What follows belongs to an exercise in optimizing a design on an open flow for small area; a production flow would make more cautious choices. In this exercise RTL edits were held to simulation tests only and were not proved equivalent to the original. Power is estimated from default activity; no workload was simulated.

==> flow/config.mk <==
export PLATFORM = sky130hd
export DESIGN_NAME = legCpu
export DESIGN_NICKNAME = legCpu
export VERILOG_FILES = /design/flow/design.v
export SDC_FILE = /design/flow/constraint.sdc
export NUM_CORES = 4
export LEC_CHECK = 0
export CAP_MARGIN = 20
export CORE_MARGIN = 2
export CORE_UTILIZATION = 25
export PLACE_DENSITY = 0.3
export SLEW_MARGIN = 20
==> flow/constraint.sdc <==
create_clock -name core_clock -period 9.0 [get_ports {clk}]
set_input_delay 1.8000 -clock core_clock [delete_from_list [all_inputs] [get_ports {clk}]]
set_output_delay 1.8000 -clock core_clock [all_outputs]
set_load 0.01 [all_outputs]
==> flow/design.v <==
`default_nettype none
package legPkg;
	localparam int instrWidth = 32;
	localparam int regAddrWidth = 5;
	localparam int shamtWidth = 6;
	localparam int aluOpWidth = 3;
	localparam logic [regAddrWidth-1:0] zeroReg = 5'd31;
	localparam logic [aluOpWidth-1:0] aluAdd = 3'd0;
	localparam logic [aluOpWidth-1:0] aluSub = 3'd1;
	localparam logic [aluOpWidth-1:0] aluAnd = 3'd2;
	localparam logic [aluOpWidth-1:0] aluOrr = 3'd3;
	localparam logic [aluOpWidth-1:0] aluEor = 3'd4;
	localparam logic [aluOpWidth-1:0] aluEnor = 3'd5;
	localparam logic [10:0] opAdd = 11'b00101000000;
	localparam logic [10:0] opAnd = 11'b00101000010;
	localparam logic [10:0] opEor = 11'b00101000100;
	localparam logic [10:0] opEnor = 11'b00101000101;
	localparam logic [10:0] opLsl = 11'b00101000110;
	localparam logic [10:0] opLsr = 11'b00101000111;
	localparam logic [10:0] opOrr = 11'b00101001000;
	localparam logic [10:0] opSub = 11'b00101001001;
	localparam logic [10:0] opLdur = 11'b11010000000;
	localparam logic [10:0] opStur = 11'b11010000001;
	localparam logic [9:0] opAddi = 10'b1000100000;
	localparam logic [9:0] opAndi = 10'b1000100010;
	localparam logic [9:0] opEori = 10'b1000100100;
	localparam logic [9:0] opEnori = 10'b1000100101;
	localparam logic [9:0] opOrri = 10'b1000100110;
	localparam logic [9:0] opSubi = 10'b1000100111;
	localparam logic [8:0] opMovz = 9'b110010101;
	typedef struct packed {
		logic [10:0] opcode;
		logic [regAddrWidth-1:0] rm;
		logic [shamtWidth-1:0] shamt;
		logic [regAddrWidth-1:0] rn;
		logic [regAddrWidth-1:0] rd;
	} rFormat;
	typedef struct packed {
		logic [9:0] opcode;
		logic [11:0] imm;
		logic [regAddrWidth-1:0] rn;
		logic [regAddrWidth-1:0] rd;
	} iFormat;
	typedef struct packed {
		logic [10:0] opcode;
		logic [8:0] offset;
		logic [1:0] op2;
		logic [regAddrWidth-1:0] rn;
		logic [regAddrWidth-1:0] rt;
	} dFormat;
	typedef union packed {
		rFormat rView;
		iFormat iView;
		dFormat dView;
	} instrWord;
endpackage
`default_nettype wire
`timescale 1ns/1ns
`default_nettype none
import legPkg::*;
module fetchUnit (
	input  logic clk,
	input  logic reset,
	input  legPkg::instrWord instr,
	output logic [63:0] iaddr,
	output legPkg::instrWord decodeInstr
);
	always_ff @(posedge clk or posedge reset) begin
		if (reset) begin
			iaddr <= '0;
		end else begin
			iaddr <= iaddr + 64'(instrWidth / 8);
		end
	end
	always_ff @(posedge clk or posedge reset) begin
		if (reset) begin
			decodeInstr <= '0;
		end else begin
			decodeInstr <= instr;
		end
	end
endmodule
`default_nettype wire
`timescale 1ns/1ns
`default_nettype none
import legPkg::*;
module instrDecoder (
	input  legPkg::instrWord instr,
	output logic [legPkg::regAddrWidth-1:0] readRegA,
	output logic [legPkg::regAddrWidth-1:0] readRegB,
	output logic [legPkg::regAddrWidth-1:0] destReg,
	output logic [63:0] immediate,
	output logic [legPkg::shamtWidth-1:0] shamt,
	output logic [legPkg::aluOpWidth-1:0] aluOp,
	output logic useImm,
	output logic shiftLeft,
	output logic shiftRight,
	output logic regWrite,
	output logic memWrite,
	output logic memToReg
);
	logic rValid;
	logic [aluOpWidth-1:0] rAluOp;
	logic iValid;
	logic [aluOpWidth-1:0] iAluOp;
	logic isLsl;
	logic isLsr;
	logic isLdur;
	logic isStur;
	logic isMovz;
	logic [15:0] movImm;
	logic [1:0] movHw;
	always_comb begin
		rValid = 1'b1;
		rAluOp = aluAdd;
		case (instr.rView.opcode)
			opAdd: rAluOp = aluAdd;
			opSub: rAluOp = aluSub;
			opAnd: rAluOp = aluAnd;
			opOrr: rAluOp = aluOrr;
			opEor: rAluOp = aluEor;
			opEnor: rAluOp = aluEnor;
			default: rValid = 1'b0;
		endcase
	end
	always_comb begin
		iValid = 1'b1;
		iAluOp = aluAdd;
		case (instr.iView.opcode)
			opAddi: iAluOp = aluAdd;
			opSubi: iAluOp = aluSub;
			opAndi: iAluOp = aluAnd;
			opOrri: iAluOp = aluOrr;
			opEori: iAluOp = aluEor;
			opEnori: iAluOp = aluEnor;
			default: iValid = 1'b0;
		endcase
	end
	assign isLsl = instr.rView.opcode == opLsl;
	assign isLsr = instr.rView.opcode == opLsr;
	assign isLdur = instr.dView.opcode == opLdur;
	assign isStur = instr.dView.opcode == opStur;
	assign isMovz = instr.rView.opcode[10:2] == opMovz;
	assign movHw = instr.rView.opcode[1:0];
	assign movImm = {instr.rView.rm, instr.rView.shamt, instr.rView.rn};
	always_comb begin
		readRegA = instr.rView.rn;
		readRegB = instr.rView.rm;
		destReg = instr.rView.rd;
		shamt = instr.rView.shamt;
		immediate = '0;
		aluOp = aluAdd;
		useImm = 1'b0;
		shiftLeft = isLsl;
		shiftRight = isLsr;
		regWrite = rValid | iValid | isLsl | isLsr | isLdur | isMovz;
		memWrite = isStur;
		memToReg = isLdur;
		if (rValid) begin
			aluOp = rAluOp;
		end else if (iValid) begin
			aluOp = iAluOp;
			useImm = 1'b1;
			immediate = 64'(instr.iView.imm);
		end else if (isLdur || isStur) begin
			useImm = 1'b1;
			immediate = 64'(instr.dView.offset);
			readRegB = instr.dView.rt;
		end else if (isMovz) begin
			useImm = 1'b1;
			readRegA = zeroReg;
			immediate = 64'(movImm) << {movHw, 4'b0000};
		end
	end
endmodule
`default_nettype wire
`timescale 1ns/1ns
`default_nettype none
import legPkg::*;
module registerFile #(
	parameter int dataWidth = 64
) (
	input  logic clk,
	input  logic reset,
	input  logic [legPkg::regAddrWidth-1:0] readRegA,
	input  logic [legPkg::regAddrWidth-1:0] readRegB,
	input  logic [legPkg::regAddrWidth-1:0] writeReg,
	input  logic writeEnable,
	input  logic [dataWidth-1:0] writeValue,
	output logic [dataWidth-1:0] readA,
	output logic [dataWidth-1:0] readB
);
	logic [dataWidth-1:0] regs [0:zeroReg-1];
	always_ff @(negedge clk or posedge reset) begin
		if (reset) begin
			for (int i = 0; i < zeroReg; i++) begin
				regs[i] <= '0;
			end
		end else if (writeEnable && writeReg != zeroReg) begin
			regs[writeReg] <= writeValue;
		end
	end
	assign readA = (readRegA == zeroReg) ? '0 : regs[readRegA];
	assign readB = (readRegB == zeroReg) ? '0 : regs[readRegB];
endmodule
`default_nettype wire
`timescale 1ns/1ns
`default_nettype none
import legPkg::*;
module executeUnit #(
	parameter int dataWidth = 64
) (
	input  logic [dataWidth-1:0] operandA,
	input  logic [dataWidth-1:0] operandB,
	input  logic [dataWidth-1:0] immediate,
	input  logic useImm,
	input  logic [legPkg::aluOpWidth-1:0] aluOp,
	input  logic [legPkg::shamtWidth-1:0] shamt,
	input  logic shiftLeft,
	input  logic shiftRight,
	output logic [dataWidth-1:0] result
);
	logic [dataWidth-1:0] aluB;
	logic [dataWidth-1:0] aluOut;
	assign aluB = useImm ? immediate : operandB;
	always_comb begin
		case (aluOp)
			aluAdd: aluOut = operandA + aluB;
			aluSub: aluOut = operandA - aluB;
			aluAnd: aluOut = operandA & aluB;
			aluOrr: aluOut = operandA | aluB;
			aluEor: aluOut = operandA ^ aluB;
			aluEnor: aluOut = ~(operandA ^ aluB);
			default: aluOut = operandA + aluB;
		endcase
	end
	always_comb begin
		if (shiftLeft) begin
			result = operandA << shamt;
		end else if (shiftRight) begin
			result = operandA >> shamt;
		end else begin
			result = aluOut;
		end
	end
endmodule
`default_nettype wire
`timescale 1ns/1ns
`default_nettype none
import legPkg::*;
module legCpu #(
	parameter int dataWidth = 64
) (
	input  logic clk,
	input  logic reset,
	input  logic [legPkg::instrWidth-1:0] instr,
	output logic [63:0] iaddr,
	output logic [63:0] daddr,
	output logic [63:0] writeData,
	output logic memWrite,
	input  logic [63:0] readData
);
	legPkg::instrWord decodeInstr;
	logic [regAddrWidth-1:0] decRegA;
	logic [regAddrWidth-1:0] decRegB;
	logic [regAddrWidth-1:0] decDest;
	logic [63:0] decImm;
	logic [shamtWidth-1:0] decShamt;
	logic [aluOpWidth-1:0] decAluOp;
	logic decUseImm;
	logic decLsl;
	logic decLsr;
	logic decRegWrite;
	logic decMemWrite;
	logic decMemToReg;
	logic [dataWidth-1:0] regA;
	logic [dataWidth-1:0] regB;
	logic [dataWidth-1:0] idExA;
	logic [dataWidth-1:0] idExB;
	logic [dataWidth-1:0] idExImm;
	logic [shamtWidth-1:0] idExShamt;
	logic [aluOpWidth-1:0] idExAluOp;
	logic [regAddrWidth-1:0] idExDest;
	logic idExUseImm;
	logic idExLsl;
	logic idExLsr;
	logic idExRegWrite;
	logic idExMemWrite;
	logic idExMemToReg;
	logic [dataWidth-1:0] exResult;
	logic [dataWidth-1:0] exMemResult;
	logic [dataWidth-1:0] exMemStore;
	logic [regAddrWidth-1:0] exMemDest;
	logic exMemRegWrite;
	logic exMemMemToReg;
	logic [dataWidth-1:0] memWbResult;
	logic [dataWidth-1:0] memWbLoad;
	logic [regAddrWidth-1:0] memWbDest;
	logic memWbRegWrite;
	logic memWbMemToReg;
	logic [dataWidth-1:0] wbValue;
	fetchUnit fetch (
		.clk(clk),
		.reset(reset),
		.instr(instr),
		.iaddr(iaddr),
		.decodeInstr(decodeInstr)
	);
	instrDecoder decoder (
		.instr(decodeInstr),
		.readRegA(decRegA),
		.readRegB(decRegB),
		.destReg(decDest),
		.immediate(decImm),
		.shamt(decShamt),
		.aluOp(decAluOp),
		.useImm(decUseImm),
		.shiftLeft(decLsl),
		.shiftRight(decLsr),
		.regWrite(decRegWrite),
		.memWrite(decMemWrite),
		.memToReg(decMemToReg)
	);
	registerFile #(.dataWidth(dataWidth)) regFile (
		.clk(clk),
		.reset(reset),
		.readRegA(decRegA),
		.readRegB(decRegB),
		.writeReg(memWbDest),
		.writeEnable(memWbRegWrite),
		.writeValue(wbValue),
		.readA(regA),
		.readB(regB)
	);
	executeUnit #(.dataWidth(dataWidth)) execute (
		.operandA(idExA),
		.operandB(idExB),
		.immediate(idExImm),
		.useImm(idExUseImm),
		.aluOp(idExAluOp),
		.shamt(idExShamt),
		.shiftLeft(idExLsl),
		.shiftRight(idExLsr),
		.result(exResult)
	);
	always_ff @(posedge clk or posedge reset) begin
		if (reset) begin
			idExRegWrite <= 1'b0;
			idExMemWrite <= 1'b0;
			idExMemToReg <= 1'b0;
			idExLsl <= 1'b0;
			idExLsr <= 1'b0;
			exMemRegWrite <= 1'b0;
			memWrite <= 1'b0;
			exMemMemToReg <= 1'b0;
			memWbRegWrite <= 1'b0;
			memWbMemToReg <= 1'b0;
		end else begin
			idExRegWrite <= decRegWrite;
			idExMemWrite <= decMemWrite;
			idExMemToReg <= decMemToReg;
			idExLsl <= decLsl;
			idExLsr <= decLsr;
			exMemRegWrite <= idExRegWrite;
			memWrite <= idExMemWrite;
			exMemMemToReg <= idExMemToReg;
			memWbRegWrite <= exMemRegWrite;
			memWbMemToReg <= exMemMemToReg;
		end
	end
	always_ff @(posedge clk) begin
		idExA <= regA;
		idExB <= regB;
		idExImm <= decImm[dataWidth-1:0];
		idExShamt <= decShamt;
		idExAluOp <= decAluOp;
		idExDest <= decDest;
		idExUseImm <= decUseImm;
		exMemResult <= exResult;
		exMemStore <= idExB;
		exMemDest <= idExDest;
		memWbResult <= exMemResult;
		memWbLoad <= readData[dataWidth-1:0];
		memWbDest <= exMemDest;
	end
	assign daddr = 64'(exMemResult);
	assign writeData = 64'(exMemStore);
	assign wbValue = memWbMemToReg ? memWbLoad : memWbResult;
endmodule
`default_nettype wire
==> flow/run.sh <==
#!/bin/bash
# synth_recipe.tcl (not shown) runs the flow's synth.tcl, then flattens the netlist and writes it again
# the make line also repeats each setting of config.mk as NAME=value (left out here)
make -C /OpenROAD-flow-scripts/flow DESIGN_CONFIG=/design/flow/config.mk WORK_HOME=/design/flow/orfs CLKGATE_MAP_FILE= SYNTH_SCRIPT=/design/flow/synth_recipe.tcl finish
==> run summary <==
outcome=timing/DRC/antenna clean; pwr dens=199.0 nW/um2; first-pass GRT wire length=1201 mm; cell taking the most area after synthesis=dfrtn_1; Crit Path Max Fanout=74; number of synthesis warnings=6; met2 wire length=402.5 mm; NumNets Final=13880; CP Launch Point=memWbDest[4]$_DFF_P_; post_cts resized=0; share of layout cells above drive strength 1=11.60%; # hold bufs at CTS=0; critical path endpoint=regFile.regs[8][30]$_DFFE_NP0P_; synthesized area per cell=9.254 um2; DR pass1 iterations=9; DRT antenna net count=0; LEAKAGE=62.98 nW; wire length on met1=387.8 mm; Critical Path RT=5.22 ns; Skew-Pair Late Insertion Delay=1.02 ns; P&R area growth vs syn=21.11%; Congestion Overflow GR=0; clock-pin slew on the worst setup and hold paths=0.07 ns; # rows=260; Root Buffer=clkbuf_16; Seq/Total Area, Yosys=49.09%; Crit Reg-Reg Endpoint=regFile.regs[8][30]$_DFFE_NP0P_; dpl hpwl=575.8 mm; Post-synth EDFFs=0; Synth area leaders=dfrtn_1 39%, dfxtp_1 7.5%, a22oi_1 6.9%; die area=508600 um2; total wire length=920.4 mm; Iter 0 DRT Violations=17340; R2R Path Start=memWbDest[4]$_DFF_P_; Final Hold Viols=0; VDD IR max=146.6 uV; antenna violations before repair=123; fin area=152300 um2; Yosys reg bits=2561; number of global-route vias before repair=119300; worst-margin pin slew=1.292 ns; Post-synth ARST share=81.53%; fin. max-slew vios=0; Reg power frac=40.6%; Finish-stage setup viols=0; crit path kind=reg2reg; Psw=8.969 mW; Area after DPL=140400 um2; arrival time at the worst endpoint=3.81 ns; HP Class=reg2reg; H-tree depth=5; reg-to-reg setup timing slack=1.41 ns; GP Congestion=0.9127; Yosys top cell area share=39.49%; CP Cell Sequence=nand2b_1 -> nor3_1 -> nand2_4 -> buf_12 -> nand2_1 -> o21ai_0; via count=124000; WL per Instance=44.67 um; initial core utilization=25.08%; Total GRT Usage=35.05%; CTS Sinks=2561; post-CTS setup buffer count=0; TritonCTS clock tree=done; Setup TNS Final=0 ns; crit-path max cell delay=0.73 ns; CP max stage cell=nor3_1; Synth Cell Area=125700 um2; number of buffers created by CTS=332; Mapped Cells=13590; largest net degree at the start of global routing=123; Final Skew=0.1315 ns; Slew HR=13.85%; Synth Flop Type=dfrtn_1; Pint=21.34 mW; Buffers on Ports=288; Reg2Reg Depth=6; vias per inst=6.016; crit path launch type=flop; CORE AREA=501300 um2; Die W=713.2 um; sw frac=29.59%; met3 WL=75.45 mm; Synth cell types=92; Ports=291; Die H=713.2 um; Top Metal Used=met5; number of max-cap violations=0; Comb pwr share=11.9%; Crit. End Element=flop; RSZ-0062 raised after global routing=no; CTS Buffer Depth=4; residual DRC count=0; Clock power frac=47.5%
[worst min path at each step]
stage                         start                    to  slack [ns]  cells past startpoint
2_1_floorplan   idExDest[0]$_DFF_P_  exMemDest[0]$_DFF_P_        0.31                      0
3_3_place_gp    idExDest[4]$_DFF_P_  exMemDest[4]$_DFF_P_        0.31                      0
3_5_place_dp   exMemDest[0]$_DFF_P_  memWbDest[0]$_DFF_P_        0.31                      0
4_1_cts         idExDest[4]$_DFF_P_  exMemDest[4]$_DFF_P_        0.30                      0
5_1_grt         idExDest[4]$_DFF_P_  exMemDest[4]$_DFF_P_        0.33                      0
6_report        idExDest[4]$_DFF_P_  exMemDest[4]$_DFF_P_        0.30                      0
[per-stage QoR]
stage	hold slack, ns	power, mW	utilization [%]	cells	setup slack, ns
after floorplan	0.3096	13.87	-	13590	-25.58
after global placement	0.3139	15.97	27.95	19910	0.9196
after detailed placement	0.3132	16.00	28.01	19930	0.9156
after CTS	0.2989	30.49	30.32	20530	1.485
after global routing	0.3276	31.14	30.36	20570	1.369
final	0.2991	30.31	30.38	20610	1.409
[cells by family (layout without fill, tap and decap cells)]
kind of cell,Yosys count,in the layout,share of synthesized area [%]
other cells,1,78,0.002983
simple gates,3856,3856,13.33
buf+inv,1480,1741,4.588
compound gates,4821,4821,24.57
mux,443,443,4.870
xor+xnor,231,231,1.609
fa+ha+maj,194,194,1.937
flops,2561,2561,49.09
[power groups by stage]
stage                     Clock, mW  Combinational (mW)  Sequential (mW)
after global placement            0                3.48             12.5
final                          14.4                3.62             12.3
after floorplan                   0                1.53             12.3
after global routing           15.1                3.72             12.3
after CTS                      14.7                3.53             12.3
after detailed placement          0                3.52             12.5
[sequential cells by signal (all words and copies together) (netlist names), 6 cells and up]
register / count
idExImm: 64
fetch.decodeInstr: 32
regFile.regs: 1984
idExShamt: 6
idExA: 64
exMemResult: 64
fetch.iaddr: 62
exMemStore: 64
memWbResult: 64
idExB: 64
memWbLoad: 64
[cells in the final DEF, fill, tap and decap left out, types with 145 or more instances in the layout]
cell,synthesis,final
a21oi_1,1402,1395
a221oi_1,267,267
a22o_1,274,274
a22oi_1,1160,1160
buf_12,0,145
buf_4,22,497
clkbuf_16,0,334
clkdlybuf4s50_1,0,288
dfrtn_1,1984,1984
dfxtp_1,473,464
ha_1,193,193
inv_1,194,193
mux2i_1,276,211
nand2_1,1273,1259
nand3_1,162,162
nand4_1,288,288
nor2_1,1652,1606
o21ai_0,1180,1177
xnor2_1,159,159
[cell usage after synthesis, types with 16 or more instances]
library cell / instances
clkbuf_1: 1072
a22o_1: 274
buf_1: 83
nor2b_1: 16
o21ai_0: 1180
a221oi_1: 267
xnor2_1: 159
o22ai_1: 78
nand2_1: 1273
mux4_2: 131
a21oi_1: 1402
nor4_1: 55
a31oi_1: 19
xor2_1: 72
nand2b_1: 20
a222oi_1: 134
and4_1: 20
and2_1: 66
a21o_1: 31
or3_1: 21
nor2_1: 1652
inv_1: 194
dfxtp_1: 473
dfrtn_1: 1984
and3_1: 45
buf_4: 22
a22oi_1: 1160
nand4_1: 288
mux2i_1: 276
buf_2: 103
nand3_1: 162
a211oi_1: 44
o221ai_1: 26
o2111ai_1: 55
ha_1: 193
dfrtp_1: 104
mux2_2: 34
nor3_1: 156
[cell type report]
cell class | instances | area, um2
Antenna cell | 76 | 190.2
Sequential cell | 2561 | 61760
Inverter | 199 | 754.5
Clock buffer | 483 | 9707
Fill cell | 52180 | 349000
Timing Repair Buffer | 942 | 9753
Multi-Input combinational cell | 9547 | 59880
Clock inverter | 117 | 1881
Tap cell | 6681 | 8359
[worst max-delay path: cells and delay by family (launching register included)]
family	cells	cell delay, ns
buf+inv	1	0.46
simple gates	4	1.72
compound gates	1	0.09
flops	1	0.35
[per-layer routing]
metal  vias up  track usage [%]
met3      1991            7.410
met1     64420            46.55
met4        48            17.60
li1      49760                -
met5         -                0
met2      7744            53.89
